Source: an optimization exercise on an open RTL-to-GDS flow (aim: small area, a short achievable clock period and few clock cycles). Production flows keep margins and buffers that such runs may drop. In this exercise RTL edits were held to simulation tests only and were not proved equivalent to the original.

==> job 2491 <==
Design postfix_stack_evaluator_core, start of the top module:
module postfix_stack_evaluator_core #(
  parameter int STACK_DEPTH = pse_pkg::STACK_DEPTH_DEF
) (
  input  logic                          clk,
  input  logic                          rst,
  input  logic                          s_tvalid,
  output logic                          s_tready,
  input  logic [pse_pkg::S_DATA_W-1:0]  s_tdata,    
  input  logic                          s_tlast,    
  output logic                          m_tvalid,
  input  logic                          m_tready,
  output logic [pse_pkg::M_DATA_W-1:0]  m_tdata,    
  output logic                          m_tlast     
);
clock: 7.0 ns
lec_check: 0
cap_margin: 20
core_margin: 2
core_utilization: 60
cts_buf_list: sky130_fd_sc_hd__clkbuf_8
setup_slack_margin: 2.5
slew_margin: 20
synth_memory_max_bits: 8192
run.sh (not shown) runs the stock make flow with config.mk's settings and CLKGATE_MAP_FILE= SYNTH_SCRIPT=/design/flow/synth_recipe.tcl, a recipe that flattens the netlist after the stock synthesis.
==> job 9662: changes against job 2491 <==
--- a/flow/design.v
+++ b/flow/design.v
@@ -38,38 +38,19 @@
   input  logic             wr_en,
   input  logic [AW-1:0]    wr_addr,
   input  logic [WIDTH-1:0] wr_data,
   input  logic [AW-1:0]    rd_addr,
   output logic [WIDTH-1:0] rd_data
 );
-  localparam int NG = (DEPTH + 3) / 4;
   logic [WIDTH-1:0] mem [DEPTH];
-  logic [WIDTH-1:0] grp [NG];
-  logic [NG-1:0]    gsel;
   always_ff @(posedge clk) begin
-    for (int i = 0; i < DEPTH; i++) begin
-      if (wr_en && (wr_addr == AW'(i))) begin
-        mem[i] <= wr_data;
-      end
-    end
-  end
-  always_comb begin
-    for (int g = 0; g < NG; g++) begin
-      grp[g] = '0;
-      for (int j = 0; j < 4; j++) begin
-        if ((4 * g + j < DEPTH) && (rd_addr[1:0] == 2'(j))) begin
-          grp[g] = mem[(4 * g + j < DEPTH) ? (4 * g + j) : 0];
-        end
-      end
-      gsel[g] = (rd_addr[AW-1:2] == (AW-2)'(g));
-    end
-    rd_data = '0;
-    for (int g = 0; g < NG; g++) begin
-      rd_data = rd_data | ({WIDTH{gsel[g]}} & grp[g]);
+    if (wr_en) begin
+      mem[wr_addr] <= wr_data;
     end
   end
+  assign rd_data = (rd_addr < AW'(DEPTH)) ? mem[rd_addr] : '0;
 endmodule
 module pse_mul_tree (
   input  logic [31:0] x,
   input  logic [31:0] y,
   output logic [63:0] sum_o,
   output logic [63:0] carry_o
@@ -3520,13 +3501,13 @@
   end
   logic [39:0] r8_w;
   logic [40:0] r8_t [1:7];
   logic [7:1]  r8_g;
   logic [7:0]  r8_sel;
   logic [36:0] r8_r;
-  logic [2:0]  r8_d, r8_dm;
+  logic [2:0]  r8_d;
   logic [39:0] r8_m [1:7];
   assign r8_m[1] = {3'b000, d_b1, 5'd0};
   assign r8_m[2] = {2'b00, d_b1, 6'd0};
   assign r8_m[3] = {1'b0, d_b3, 5'd0};
   assign r8_m[4] = {1'b0, d_b1, 7'd0};
   assign r8_m[5] = {d_b5, 5'd0};
@@ -3544,31 +3525,28 @@
     end
     r8_sel[7] = r8_g[7];
     r8_r = {37{r8_sel[0]}} & r8_w[36:0];
     for (int j = 1; j <= 7; j++) begin
       r8_r = r8_r | ({37{r8_sel[j]}} & r8_t[j][36:0]);
     end
-    r8_d[0]  = r8_sel[1] || r8_sel[3] || r8_sel[5] || r8_sel[7];
-    r8_d[1]  = r8_sel[2] || r8_sel[3] || r8_sel[6] || r8_sel[7];
-    r8_d[2]  = r8_sel[4] || r8_sel[5] || r8_sel[6] || r8_sel[7];
-    r8_dm[0] = r8_sel[2] || r8_sel[4] || r8_sel[6];
-    r8_dm[1] = r8_sel[3] || r8_sel[4] || r8_sel[7];
-    r8_dm[2] = r8_sel[5] || r8_sel[6] || r8_sel[7];
+    r8_d[2] = r8_g[4];
+    r8_d[1] = (r8_g[2] && !r8_g[4]) || r8_g[6];
+    r8_d[0] = (r8_g[1] && !r8_g[2]) || (r8_g[3] && !r8_g[4]) || (r8_g[5] && !r8_g[6]) || r8_g[7];
   end
   logic [31:0] q_n, qm_n;
   logic [31:0] div_res, div_sat;
   assign q_n     = {d_q[28:0], r8_d};
-  assign qm_n    = r8_g[1] ? {d_q[28:0], r8_dm} : {d_qm[28:0], 3'b111};
+  assign qm_n    = r8_g[1] ? {d_q[28:0], r8_d - 3'd1} : {d_qm[28:0], 3'b111};
   assign div_res = d_neg ? ~qm_n : q_n;
   assign div_sat = d_sat ? (d_neg ? SAT_MIN : SAT_MAX) : 32'd0;
   always_ff @(posedge clk) begin
-    d_a  <= abs_nos;
-    d_b  <= abs_tos;
-    lz_a <= lz32(abs_nos);
-    lz_b <= lz32(abs_tos);
     if (xs == X_RUN) begin
+      d_a   <= abs_nos;
+      d_b   <= abs_tos;
+      lz_a  <= lz32(abs_nos);
+      lz_b  <= lz32(abs_tos);
       d_neg <= nos[31] ^ tos[31];
     end
     case (xs)
       X_DNORM: begin
         d_sat   <= (d_a[31:15] >= d_b[16:0]) && (d_b[31:17] == '0);
         d_first <= 1'b1;
CORE_UTILIZATION = 55   (was 60)
CTS_BUF_LIST = default   (was sky130_fd_sc_hd__clkbuf_8)
SETUP_SLACK_MARGIN = 2.0   (was 2.5)
==> summary of the runs <==
In job 2491 the clock skew is higher than in job 9662, by 0.037 ns.
Against job 9662, the non-clock buffer count of job 2491 is higher by 541.
Worst hold slack: job 9662 is lower than job 2491 (0.013 ns).
Job 2491 completed with no timing, DRC or antenna violations. Job 9662 produced a clean layout.
In job 2491 the via count is larger than in job 9662, by about 19%.
Between job 2491 and job 9662, the lower maximum frequency is in job 9662 (gap about 1.1%, measured against job 9662).
Testbench counts of job 2491, summed over its fixed seeds: cycles 19,624.
Testbench counts of job 9662, summed over its fixed seeds: cycles 19,624.

========
==> inputs of run a <==
Another version of the RTL of postfix_stack_evaluator_core (not shown whole).
Settings: LEC_CHECK=0, CAP_MARGIN=20, CORE_MARGIN=2, CORE_UTILIZATION=40, SETUP_SLACK_MARGIN=2.5, SLEW_MARGIN=20, SYNTH_MEMORY_MAX_BITS=8192; clock period 7.0 ns.
==> inputs of run b, as changes to run a <==
--- a/flow/design.v
+++ b/flow/design.v
@@ -3410,16 +3410,17 @@
   logic [63:0]                  ms, mc;
   logic [31:0]                  d_a, d_b;
   logic [5:0]                   lz_a, lz_b;
   logic                         d_neg;
   logic                         d_sat;
   logic                         d_first;
   logic [36:0]                  d_r;        
-  logic [36:0]                  d_b1;       
-  logic [39:0]                  d_b3, d_b5, d_b7;
+  logic [31:0]                  d_b1;       
+  logic [33:0]                  d_b3;       
+  logic [34:0]                  d_b5, d_b7;
   logic [31:0]                  d_q;
   logic [31:0]                  d_qm;       
   logic [3:0]                   d_it;
   logic is_push, is_addsub, is_mul, is_div, is_arith, is_inv;
   logic full, ge2;
   logic ok_push, ok_addsub, ok_mul, ok_div;
   logic take, start_op, emit, pop, fin;
@@ -3499,23 +3500,23 @@
     end
   end
   logic [39:0] r8_w;
   logic [40:0] r8_t [1:7];
   logic [7:1]  r8_g;
   logic [7:0]  r8_sel;
   logic [36:0] r8_r;
-  logic [2:0]  r8_d;
+  logic [2:0]  r8_d, r8_dm;
   logic [39:0] r8_m [1:7];
-  assign r8_m[1] = {3'b000, d_b1};
-  assign r8_m[2] = {2'b00, d_b1, 1'b0};
-  assign r8_m[3] = d_b3;
-  assign r8_m[4] = {1'b0, d_b1, 2'b00};
-  assign r8_m[5] = d_b5;
-  assign r8_m[6] = {d_b3[38:0], 1'b0};
-  assign r8_m[7] = d_b7;
+  assign r8_m[1] = {3'b000, d_b1, 5'd0};
+  assign r8_m[2] = {2'b00, d_b1, 6'd0};
+  assign r8_m[3] = {1'b0, d_b3, 5'd0};
+  assign r8_m[4] = {1'b0, d_b1, 7'd0};
+  assign r8_m[5] = {d_b5, 5'd0};
+  assign r8_m[6] = {d_b3, 6'd0};
+  assign r8_m[7] = {d_b7, 5'd0};
   assign r8_w = {d_r, 3'b000};
   always_comb begin
     for (int j = 1; j <= 7; j++) begin
       r8_t[j] = {1'b0, r8_w} - {1'b0, r8_m[j]};
       r8_g[j] = !r8_t[j][40] && (!d_first || (j == 1));
     end
     r8_sel[0] = !r8_g[1];
@@ -3523,50 +3524,53 @@
       r8_sel[j] = r8_g[j] && !r8_g[j+1];
     end
     r8_sel[7] = r8_g[7];
     r8_r = {37{r8_sel[0]}} & r8_w[36:0];
     for (int j = 1; j <= 7; j++) begin
       r8_r = r8_r | ({37{r8_sel[j]}} & r8_t[j][36:0]);
     end
-    r8_d[2] = r8_g[4];
-    r8_d[1] = (r8_g[2] && !r8_g[4]) || r8_g[6];
-    r8_d[0] = (r8_g[1] && !r8_g[2]) || (r8_g[3] && !r8_g[4]) || (r8_g[5] && !r8_g[6]) || r8_g[7];
+    r8_d[0]  = r8_sel[1] || r8_sel[3] || r8_sel[5] || r8_sel[7];
+    r8_d[1]  = r8_sel[2] || r8_sel[3] || r8_sel[6] || r8_sel[7];
+    r8_d[2]  = r8_sel[4] || r8_sel[5] || r8_sel[6] || r8_sel[7];
+    r8_dm[0] = r8_sel[2] || r8_sel[4] || r8_sel[6];
+    r8_dm[1] = r8_sel[3] || r8_sel[4] || r8_sel[7];
+    r8_dm[2] = r8_sel[5] || r8_sel[6] || r8_sel[7];
   end
   logic [31:0] q_n, qm_n;
   logic [31:0] div_res, div_sat;
   assign q_n     = {d_q[28:0], r8_d};
-  assign qm_n    = (r8_d != 3'd0) ? {d_q[28:0], r8_d - 3'd1} : {d_qm[28:0], 3'b111};
+  assign qm_n    = r8_g[1] ? {d_q[28:0], r8_dm} : {d_qm[28:0], 3'b111};
   assign div_res = d_neg ? ~qm_n : q_n;
   assign div_sat = d_sat ? (d_neg ? SAT_MIN : SAT_MAX) : 32'd0;
   always_ff @(posedge clk) begin
+    d_a  <= abs_nos;
+    d_b  <= abs_tos;
+    lz_a <= lz32(abs_nos);
+    lz_b <= lz32(abs_tos);
     if (xs == X_RUN) begin
-      d_a   <= abs_nos;
-      d_b   <= abs_tos;
-      lz_a  <= lz32(abs_nos);
-      lz_b  <= lz32(abs_tos);
       d_neg <= nos[31] ^ tos[31];
     end
     case (xs)
       X_DNORM: begin
         d_sat   <= (d_a[31:15] >= d_b[16:0]) && (d_b[31:17] == '0);
         d_first <= 1'b1;
         case (k_sh)
           2'd2:    d_r <= {3'b000, a_norm, 2'b00};
           2'd1:    d_r <= {4'b0000, a_norm, 1'b0};
           default: d_r <= {5'b00000, a_norm};
         endcase
-        d_b1    <= {b_norm, 5'b00000};
+        d_b1    <= b_norm;
         d_q     <= '0;
         d_qm    <= '1;
         d_it    <= k_steps;
       end
       X_DITER: if (!d_last || room) begin
         d_first <= 1'b0;
         if (d_first) begin
-          d_b3 <= {3'b000, d_b1} + {2'b00, d_b1, 1'b0};
+          d_b3 <= {2'b00, d_b1} + {1'b0, d_b1, 1'b0};
           d_b5 <= {3'b000, d_b1} + {1'b0, d_b1, 2'b00};
           d_b7 <= {d_b1, 3'b000} - {3'b000, d_b1};
         end
         d_r  <= r8_r;
         d_q  <= q_n;
         d_qm <= qm_n;
         d_it <= d_it - 4'd1;
- CORE_UTILIZATION: 40 -> 55
- CTS_BUF_LIST: unset -> sky130_fd_sc_hd__clkbuf_8
- SETUP_SLACK_MARGIN: 2.5 -> 2.6
==> inputs of run c, as changes to run a <==
--- a/flow/design.v
+++ b/flow/design.v
@@ -3410,16 +3410,17 @@
   logic [63:0]                  ms, mc;
   logic [31:0]                  d_a, d_b;
   logic [5:0]                   lz_a, lz_b;
   logic                         d_neg;
   logic                         d_sat;
   logic                         d_first;
   logic [36:0]                  d_r;        
-  logic [36:0]                  d_b1;       
-  logic [39:0]                  d_b3, d_b5, d_b7;
+  logic [31:0]                  d_b1;       
+  logic [33:0]                  d_b3;       
+  logic [34:0]                  d_b5, d_b7;
   logic [31:0]                  d_q;
   logic [31:0]                  d_qm;       
   logic [3:0]                   d_it;
   logic is_push, is_addsub, is_mul, is_div, is_arith, is_inv;
   logic full, ge2;
   logic ok_push, ok_addsub, ok_mul, ok_div;
   logic take, start_op, emit, pop, fin;
@@ -3499,23 +3500,23 @@
     end
   end
   logic [39:0] r8_w;
   logic [40:0] r8_t [1:7];
   logic [7:1]  r8_g;
   logic [7:0]  r8_sel;
   logic [36:0] r8_r;
-  logic [2:0]  r8_d;
+  logic [2:0]  r8_d, r8_dm;
   logic [39:0] r8_m [1:7];
-  assign r8_m[1] = {3'b000, d_b1};
-  assign r8_m[2] = {2'b00, d_b1, 1'b0};
-  assign r8_m[3] = d_b3;
-  assign r8_m[4] = {1'b0, d_b1, 2'b00};
-  assign r8_m[5] = d_b5;
-  assign r8_m[6] = {d_b3[38:0], 1'b0};
-  assign r8_m[7] = d_b7;
+  assign r8_m[1] = {3'b000, d_b1, 5'd0};
+  assign r8_m[2] = {2'b00, d_b1, 6'd0};
+  assign r8_m[3] = {1'b0, d_b3, 5'd0};
+  assign r8_m[4] = {1'b0, d_b1, 7'd0};
+  assign r8_m[5] = {d_b5, 5'd0};
+  assign r8_m[6] = {d_b3, 6'd0};
+  assign r8_m[7] = {d_b7, 5'd0};
   assign r8_w = {d_r, 3'b000};
   always_comb begin
     for (int j = 1; j <= 7; j++) begin
       r8_t[j] = {1'b0, r8_w} - {1'b0, r8_m[j]};
       r8_g[j] = !r8_t[j][40] && (!d_first || (j == 1));
     end
     r8_sel[0] = !r8_g[1];
@@ -3523,50 +3524,53 @@
       r8_sel[j] = r8_g[j] && !r8_g[j+1];
     end
     r8_sel[7] = r8_g[7];
     r8_r = {37{r8_sel[0]}} & r8_w[36:0];
     for (int j = 1; j <= 7; j++) begin
       r8_r = r8_r | ({37{r8_sel[j]}} & r8_t[j][36:0]);
     end
-    r8_d[2] = r8_g[4];
-    r8_d[1] = (r8_g[2] && !r8_g[4]) || r8_g[6];
-    r8_d[0] = (r8_g[1] && !r8_g[2]) || (r8_g[3] && !r8_g[4]) || (r8_g[5] && !r8_g[6]) || r8_g[7];
+    r8_d[0]  = r8_sel[1] || r8_sel[3] || r8_sel[5] || r8_sel[7];
+    r8_d[1]  = r8_sel[2] || r8_sel[3] || r8_sel[6] || r8_sel[7];
+    r8_d[2]  = r8_sel[4] || r8_sel[5] || r8_sel[6] || r8_sel[7];
+    r8_dm[0] = r8_sel[2] || r8_sel[4] || r8_sel[6];
+    r8_dm[1] = r8_sel[3] || r8_sel[4] || r8_sel[7];
+    r8_dm[2] = r8_sel[5] || r8_sel[6] || r8_sel[7];
   end
   logic [31:0] q_n, qm_n;
   logic [31:0] div_res, div_sat;
   assign q_n     = {d_q[28:0], r8_d};
-  assign qm_n    = (r8_d != 3'd0) ? {d_q[28:0], r8_d - 3'd1} : {d_qm[28:0], 3'b111};
+  assign qm_n    = r8_g[1] ? {d_q[28:0], r8_dm} : {d_qm[28:0], 3'b111};
   assign div_res = d_neg ? ~qm_n : q_n;
   assign div_sat = d_sat ? (d_neg ? SAT_MIN : SAT_MAX) : 32'd0;
   always_ff @(posedge clk) begin
+    d_a  <= abs_nos;
+    d_b  <= abs_tos;
+    lz_a <= lz32(abs_nos);
+    lz_b <= lz32(abs_tos);
     if (xs == X_RUN) begin
-      d_a   <= abs_nos;
-      d_b   <= abs_tos;
-      lz_a  <= lz32(abs_nos);
-      lz_b  <= lz32(abs_tos);
       d_neg <= nos[31] ^ tos[31];
     end
     case (xs)
       X_DNORM: begin
         d_sat   <= (d_a[31:15] >= d_b[16:0]) && (d_b[31:17] == '0);
         d_first <= 1'b1;
         case (k_sh)
           2'd2:    d_r <= {3'b000, a_norm, 2'b00};
           2'd1:    d_r <= {4'b0000, a_norm, 1'b0};
           default: d_r <= {5'b00000, a_norm};
         endcase
-        d_b1    <= {b_norm, 5'b00000};
+        d_b1    <= b_norm;
         d_q     <= '0;
         d_qm    <= '1;
         d_it    <= k_steps;
       end
       X_DITER: if (!d_last || room) begin
         d_first <= 1'b0;
         if (d_first) begin
-          d_b3 <= {3'b000, d_b1} + {2'b00, d_b1, 1'b0};
+          d_b3 <= {2'b00, d_b1} + {1'b0, d_b1, 1'b0};
           d_b5 <= {3'b000, d_b1} + {1'b0, d_b1, 2'b00};
           d_b7 <= {d_b1, 3'b000} - {3'b000, d_b1};
         end
         d_r  <= r8_r;
         d_q  <= q_n;
         d_qm <= qm_n;
         d_it <= d_it - 4'd1;
- CORE_UTILIZATION: 40 -> 65
- CTS_BUF_LIST: unset -> sky130_fd_sc_hd__clkbuf_8
==> notes <==
Run b went through all stages and came out clean. Run a completed with no timing, DRC or antenna violations. Run c completed and failed the layout checks on capacitance limit, slew limit. Against run a, the fmax of run b is higher by about 15%. In run b the via count is lower than in run c, by about 4.6%. Final cell count: run c < run b < run a. Against run a, the synthesized cell count of run c is higher by 1.4%. Of run b and run a, run b has the higher global-route usage (gap 11 points). Clock skew: run b > run a > run c. In run c the design area is lower than in run a, by about 0.6%.
Testbench counts of run a, summed over its fixed seeds: cycles 19,624.
Testbench counts of run b, summed over its fixed seeds: cycles 19,624.
Testbench counts of run c, summed over its fixed seeds: cycles 19,624.

port drivers added, routing unchanged:
Ports are ideal in the flow. The routed layouts listed here were re-timed in OpenROAD. Step 1, drivers: a clkbuf_16 drives clk and a buf_2 each remaining input, both assumed. Step 2 moves the port delays by t, midway between the first and last clock arrival at a register: inputs arrive t later, outputs are due t later. That takes back most of the time a late clock gives input paths. a / b / c = ideal / step 1 / step 2; a / b = the first two.
| run | t (ns) | setup slack, ns | worst slew at a driven data input, ns |
|---|---|---|---|
| job 2491 | 1.395 | 2.016 / 2.016 / 1.595 | 0.04 |
| job 9662 | 1.116 | 1.961 / 1.961 / 1.229 | 0.04 |
| run a | 1.117 | 1.486 / 1.486 / 1.486 | 0.12 |
| run b | 1.359 | 2.200 / 2.200 / 1.557 | 0.06 |
| run c | 1.369 | 1.995 / 1.995 / 1.576 | 0.05 |
The setup slack of job 9662, which loses most, moves by 0.000 ns with the drivers and by -0.732 ns with both steps.
